From an optimization exercise on the open Yosys and OpenROAD flow, aimed at small area and few clock cycles per item; shortcuts taken in it are not production practice. In this exercise RTL edits were held to simulation tests only and were not proved equivalent to the original. Power figures rest on the tool's default switching activity, not on a simulated workload.

==> umber: inputs <==
Design fixed_point_q24_8_alu, start of the top module:
module fixed_point_q24_8_alu (
   input  logic              clock,
   input  logic              reset,
   input  logic              req_valid,
   output logic              req_ready,
   input  logic [3:0]        req_kind,
   input  logic [WORD_W-1:0] req_operand_a,
   input  logic [WORD_W-1:0] req_operand_b,
   output logic              rsp_valid,
   input  logic              rsp_ready,
   output logic [WORD_W-1:0] rsp_result_value,
   output logic              rsp_compare_flag,
   output logic              rsp_overflow_flag,
   output logic              rsp_divide_by_zero
);
   function automatic logic [5:0] lzc(logic [WORD_W-1:0] v);
      logic [5:0] n;
      n = 6'd32;
      for (int i = 0; i < WORD_W; i++)
         if (v[i]) n = 6'(WORD_W - 1 - i);
      lzc = n;
   endfunction
   logic              vld, busy, op_div, op_md, neg, sticky, cmp_r, dz_r;
   logic [4:0]        cnt;
   logic [R_W-1:0]    r_q;
   logic [S_W-1:0]    s_q;
   logic [WORD_W-1:0] d_q;
   logic accept;
   assign req_ready = !busy && (!vld || rsp_ready);
   assign accept = req_valid && req_ready;
   logic [WORD_W-1:0] s_res;
   logic              s_cmp, s_ovf;
   fqa_simple_ops u_simple (
      .kind (req_kind),
      .a    (req_operand_a),
      .b    (req_operand_b),
      .res  (s_res),
      .cmp  (s_cmp),
      .ovf  (s_ovf)
   );
   logic              na, nb, is_mul, is_div;
   logic [WORD_W-1:0] ma, mb, a_sh, b_sh;
   logic [5:0]        la, lb, lb_e;
   logic signed [7:0] sa, n_div;
   logic [5:0]        n_mul;
   logic              mul_zero, mul_ovf, div_dz, div_zero, div_ovf;
   logic              start_mul, start_div, imm_sticky, imm_neg;
   assign na = req_operand_a[WORD_W-1];
   assign nb = req_operand_b[WORD_W-1];
   assign ma = na ? (~req_operand_a + WORD_W'(1)) : req_operand_a;
  ...
Settings: LEC_CHECK=0, CAP_MARGIN=20, CORE_MARGIN=2, CORE_UTILIZATION=40, SLEW_MARGIN=20; clock period 15.0 ns.
run.sh (not shown) runs the stock make flow with config.mk's settings and CLKGATE_MAP_FILE= SYNTH_SCRIPT=/design/flow/synth_recipe.tcl, a recipe that flattens the netlist after the stock synthesis.
==> zinc (differences from umber) <==
--- a/flow/design.v
+++ b/flow/design.v
@@ -86,26 +86,30 @@
    input  logic [S_W-1:0]    s_in,
    input  logic              st_in,
    input  logic [WORD_W-1:0] d,
    output logic [R_W-1:0]    r_out,
    output logic [S_W-1:0]    s_out,
    output logic              st_out
 );
-   logic              x;
-   logic [R_W:0]      t;
-   logic              take;
+   localparam int HI_W = R_W - WORD_W - 1;    
+   logic              x, c33, take;
+   logic [WORD_W:0]   op2;
+   logic [WORD_W+1:0] t;
+   logic [HI_W-1:0]   hi;
+   logic              hi_c;
    assign x = s_in[S_W-1];
-   logic [R_W:0] op2, dx;
-   assign dx = {{(R_W+1-WORD_W){1'b0}}, d};
-   assign op2 = is_div ? ~dx : (x ? dx : '0);
-   assign t = {1'b0, r_in} + op2 + {{R_W{1'b0}}, is_div};
-   assign take = is_div ? !t[R_W] : 1'b1;
-   assign r_out = {(take ? t[R_W-2:0] : r_in[R_W-2:0]), 1'b0};
-   assign s_out = {s_in[S_W-2:0], is_div & take};
-   assign st_out = st_in | (is_div ? x : (t[R_W] | t[R_W-1]));
+   assign op2 = is_div ? {1'b1, ~d} : {1'b0, d & {WORD_W{x}}};
+   assign t = {1'b0, r_in[WORD_W:0]} + {1'b0, op2} + {{(WORD_W+1){1'b0}}, is_div};
+   assign c33 = t[WORD_W+1];
+   assign {hi_c, hi} = {1'b0, r_in[R_W-1:WORD_W+1]} + {{HI_W{1'b0}}, c33 & !is_div};
+   assign take = !is_div || c33;
+   assign r_out = {hi[HI_W-2:0] & {(HI_W-1){!is_div}},
+                   (take ? t[WORD_W:0] : r_in[WORD_W:0]), 1'b0};
+   assign s_out = {s_in[S_W-2:0], is_div & c33};
+   assign st_out = st_in | (is_div ? x : (hi_c | hi[HI_W-1]));
 endmodule
 import fqa_pkg::*;
 module fixed_point_q24_8_alu (
    input  logic              clock,
    input  logic              reset,
    input  logic              req_valid,
    output logic              req_ready,
@@ -115,20 +119,23 @@
    output logic              rsp_valid,
    input  logic              rsp_ready,
    output logic [WORD_W-1:0] rsp_result_value,
    output logic              rsp_compare_flag,
    output logic              rsp_overflow_flag,
    output logic              rsp_divide_by_zero
 );
-   function automatic logic [5:0] lzc(logic [WORD_W-1:0] v);
-      logic [5:0] n;
-      n = 6'd32;
-      for (int i = 0; i < WORD_W; i++)
-         if (v[i]) n = 6'(WORD_W - 1 - i);
-      lzc = n;
+   function automatic logic [WORD_W-1:0] inc_w(logic [WORD_W-1:0] x, logic c);
+      logic [WORD_W-1:0] y;
+      logic              cc;
+      cc = c;
+      for (int i = 0; i < WORD_W; i++) begin
+         y[i] = x[i] ^ cc;
+         cc = cc & x[i];
+      end
+      inc_w = y;
    endfunction
    logic              vld, busy, op_div, op_md, neg, sticky, cmp_r, dz_r;
    logic [4:0]        cnt;
    logic [R_W-1:0]    r_q;
    logic [S_W-1:0]    s_q;
    logic [WORD_W-1:0] d_q;
    logic accept;
@@ -151,33 +158,47 @@
    logic [5:0]        n_mul;
    logic              mul_zero, mul_ovf, div_dz, div_zero, div_ovf;
    logic              start_mul, start_div, imm_sticky, imm_neg;
    assign na = req_operand_a[WORD_W-1];
    assign nb = req_operand_b[WORD_W-1];
    assign ma = na ? (~req_operand_a + WORD_W'(1)) : req_operand_a;
    assign mb = nb ? (~req_operand_b + WORD_W'(1)) : req_operand_b;
-   assign la = lzc(ma);
-   assign lb = lzc(mb);
+   logic [WORD_W-1:0] av [0:4];
+   logic [WORD_W-1:0] bv [0:4];
+   logic [4:1]        za, zb;
+   assign av[0] = ma;
+   assign bv[0] = mb;
+   for (genvar l = 0; l < 4; l++) begin : g_norm
+      localparam int SH = 16 >> l;
+      assign za[4-l] = av[l][WORD_W-1 -: SH] == '0;
+      assign zb[4-l] = bv[l][WORD_W-1 -: SH] == '0;
+      assign av[l+1] = za[4-l] ? {av[l][WORD_W-SH-1:0], {SH{1'b0}}} : av[l];
+      assign bv[l+1] = zb[4-l] ? {bv[l][WORD_W-SH-1:0], {SH{1'b0}}} : bv[l];
+   end
+   assign la = (av[4][WORD_W-1:WORD_W-2] == 2'b00) ? 6'd32 : {1'b0, za, !av[4][WORD_W-1]};
+   assign lb = (bv[4][WORD_W-1:WORD_W-2] == 2'b00) ? 6'd32 : {1'b0, zb, !bv[4][WORD_W-1]};
    assign is_mul = req_kind == OP_MUL;
    assign is_div = req_kind == OP_DIV;
-   assign lb_e = {lb[5:1], 1'b0};
-   assign b_sh = mb << lb_e[4:0];
-   assign sa = $signed({2'b00, la}) - 8'sd1;
-   assign a_sh = ma[WORD_W-1] ? 32'h2000_0000 : (ma << {sa[4:1], 1'b0});
-   assign n_div = 8'sd10 - $signed({sa[7:1], 1'b0}) + $signed({2'b00, lb_e});
-   assign n_mul = 6'd32 - lb_e;
+   assign lb_e = {1'b0, zb, 1'b0};
+   assign b_sh = bv[4];
+   assign a_sh = av[4][WORD_W-1] ? {2'b00, av[4][WORD_W-1:2]} : av[4];
+   assign sa = $signed({3'b000, za, 1'b0}) - (av[4][WORD_W-1] ? 8'sd2 : 8'sd0);
+   assign n_div = 8'sd10 - sa + $signed({2'b00, lb_e});
+   logic mx_a;
+   assign mx_a = za >= zb;
+   assign n_mul = 6'd32 - (mx_a ? {1'b0, za, 1'b0} : lb_e);
    assign mul_zero = la[5] | lb[5];
    assign mul_ovf = (7'(la) + 7'(lb)) <= 7'd22;
    assign div_dz = lb[5];
    assign div_zero = la[5] || (n_div <= 8'sd0);
    assign div_ovf = n_div >= 8'sd37;
    assign start_mul = is_mul && !mul_zero && !mul_ovf;
    assign start_div = is_div && !div_dz && !div_zero && !div_ovf;
    assign imm_sticky = s_ovf || (is_mul && mul_ovf) || (is_div && (div_dz || div_ovf));
-   assign imm_neg = is_div ? (div_dz ? na : (na ^ nb)) : is_mul ? (na ^ nb) : (s_ovf && s_res[WORD_W-1]);
+   assign imm_neg = (is_div && div_dz) ? na : (na ^ nb);
    logic [R_W-1:0] r_st [0:STEPS_PER_CYC];
    logic [S_W-1:0] s_st [0:STEPS_PER_CYC];
    logic           st_st [0:STEPS_PER_CYC];
    assign r_st[0] = r_q;
    assign s_st[0] = s_q;
    assign st_st[0] = sticky;
    for (genvar i = 0; i < STEPS_PER_CYC; i++) begin : g_step
@@ -211,33 +232,33 @@
    always_ff @(posedge clock) begin
       if (busy) begin
          r_q <= r_st[STEPS_PER_CYC];
          s_q <= s_st[STEPS_PER_CYC];
          sticky <= st_st[STEPS_PER_CYC];
          cnt <= cnt - 5'd1;
       end else if (accept) begin
-         op_div <= start_div;
-         op_md <= start_mul || start_div;
-         neg <= (start_mul || start_div) ? (na ^ nb) : imm_neg;
-         sticky <= (start_mul || start_div) ? 1'b0 : imm_sticky;
+         op_div <= is_div;
+         op_md <= is_mul || is_div;
+         neg <= (is_mul || is_div) ? imm_neg : (s_ovf && s_res[WORD_W-1]);
+         sticky <= imm_sticky;
          cmp_r <= s_cmp;
          dz_r <= is_div && div_dz;
-         cnt <= start_div ? n_div[5:1] : n_mul[5:1];
-         r_q <= start_div ? {(R_W-WORD_W)'(0), a_sh} : {s_res, (R_W-WORD_W)'(0)};
-         s_q <= start_div ? '0 : {b_sh, 1'b0};
-         d_q <= start_div ? b_sh : ma;
+         cnt <= is_div ? n_div[5:1] : n_mul[5:1];
+         r_q <= is_div ? {(R_W-WORD_W)'(0), a_sh} : {s_res, (R_W-WORD_W)'(0)};
+         s_q <= is_mul ? {(mx_a ? av[4] : b_sh), 1'b0} : '0;
+         d_q <= is_div ? b_sh : mx_a ? mb : ma;
       end
    end
    logic [WORD_W-1:0] m;
    logic              rb, ovf_c, ovf;
    assign m = op_div ? s_q[S_W-1:1] : r_q[R_W-1:R_W-WORD_W];
    assign rb = op_div ? s_q[0] : r_q[R_W-WORD_W-1];
    assign ovf_c = op_md && (neg ? (m[WORD_W-1] && ((|m[WORD_W-2:0]) || rb))
                                 : (m[WORD_W-1] || ((&m[WORD_W-2:0]) && rb)));
    assign ovf = sticky || ovf_c;
    assign rsp_valid = vld;
    assign rsp_result_value = ovf ? (neg ? MIN_W : MAX_W)
-                                 : ((m ^ {WORD_W{neg}}) + WORD_W'(neg ^ rb));
+                                 : inc_w(m ^ {WORD_W{neg}}, neg ^ rb);
    assign rsp_compare_flag = cmp_r;
    assign rsp_overflow_flag = ovf;
    assign rsp_divide_by_zero = dz_r;
 endmodule
==> notes <==
In zinc the critical path depth is higher than in umber, by 7.
Of umber and zinc, umber has the higher via count (gap about 8%, measured against zinc).
Of umber and zinc, zinc has the higher clock power (gap 8.4%, measured against zinc).
Against zinc, the global-route usage of umber is lower by 1.4 points.
Core utilization: zinc is higher than umber (0.47 points).
Worst setup slack: zinc is better than umber (340 ps).
Of zinc and umber, umber has the higher cell area (gap 7.7%, measured against umber).
In zinc the fmax is higher than in umber, by about 2.8%.
In zinc the wire length is smaller than in umber, by 5.0%.
umber completed without violations. zinc went through all stages and came out clean.
==> figures <==
|  | umber | zinc |
|---|---|---|
| Kind of start point of the critical path | input port | register |
| Endpoint arrival time on the critical path | 12750 ps | 9140 ps |
| Number of design-rule violations left by the first detailed-router iteration | 3376 | 2748 |
| Leading cell type in the layout, fill and taps excluded | a21oi_1 | nor2_1 |
| Initial core utilization | 40.5% | 40.6% |
| Fraction of met3 tracks used by global routing | 4.15% | 3.99% |
| Start-to-end type of the worst setup path | input port to register | register to primary output |
| Total net switching power | 0.00112 W | 0.00115 W |
| Outcome | timing/DRC/antenna clean | timing/DRC/antenna clean |
| Worst Hold Launch | vld$_SDFFE_PP0P_ | r_q[0]$_SDFFE_PP0P_ |
| Internal power | 0.00120 W | 0.00127 W |
| Total of plain and repair buffers excluding clock buffers | 157 | 155 |
| Synthesized-area fraction occupied by ao, oa, aoi and oai cells | 31.2% | 30.4% |
| Relative contribution of combinational cells to total power | 63.1% | 62.3% |
| Slew of the pin with the lowest slew margin | 1110 ps | 1190 ps |
| Synth Area in Simple Gates | 20.8% | 19.7% |
| Final-layout clock-cell area share | 2.18% | 2.62% |
| Instance count of the mapped netlist | 3198 | 2931 |
| Filler cells | 6050 | 5496 |
| Total routed wire length on the met1 layer | 43800 microns | 42300 microns |
Testbench counts of umber, summed over its fixed seeds: cycles 25,507, items 16,000.
Testbench counts of zinc, summed over its fixed seeds: cycles 23,173, items 16,000.

## afterwards: timing with drivers on the ports
No port has a modelled driver above. Below, the same layouts with a new extraction and two added sets of constraints.
Step 1, drivers: a clkbuf_16 drives clock and a buf_2 each remaining input, both assumed.
Step 2 times the ports against the registers' clock, not the clock port: input delays grow and output delays shrink by t, the midpoint of the rising clock arrivals with the driver on.
Three values: ideal ports, drivers, drivers and shift; two values: the first two.
run | t, ns | setup WS [ns] | worst slew at a driven data input, ns
umber | 0.487 | 2.515 / 2.547 / 2.059 | 0.04
zinc | 0.480 | 2.857 / 2.806 / 2.818 | 0.04
After both steps setup and hold are still met in every run listed. For umber, which loses most, drivers alone change the setup slack by +0.032 ns; drivers and shift together by -0.456 ns.
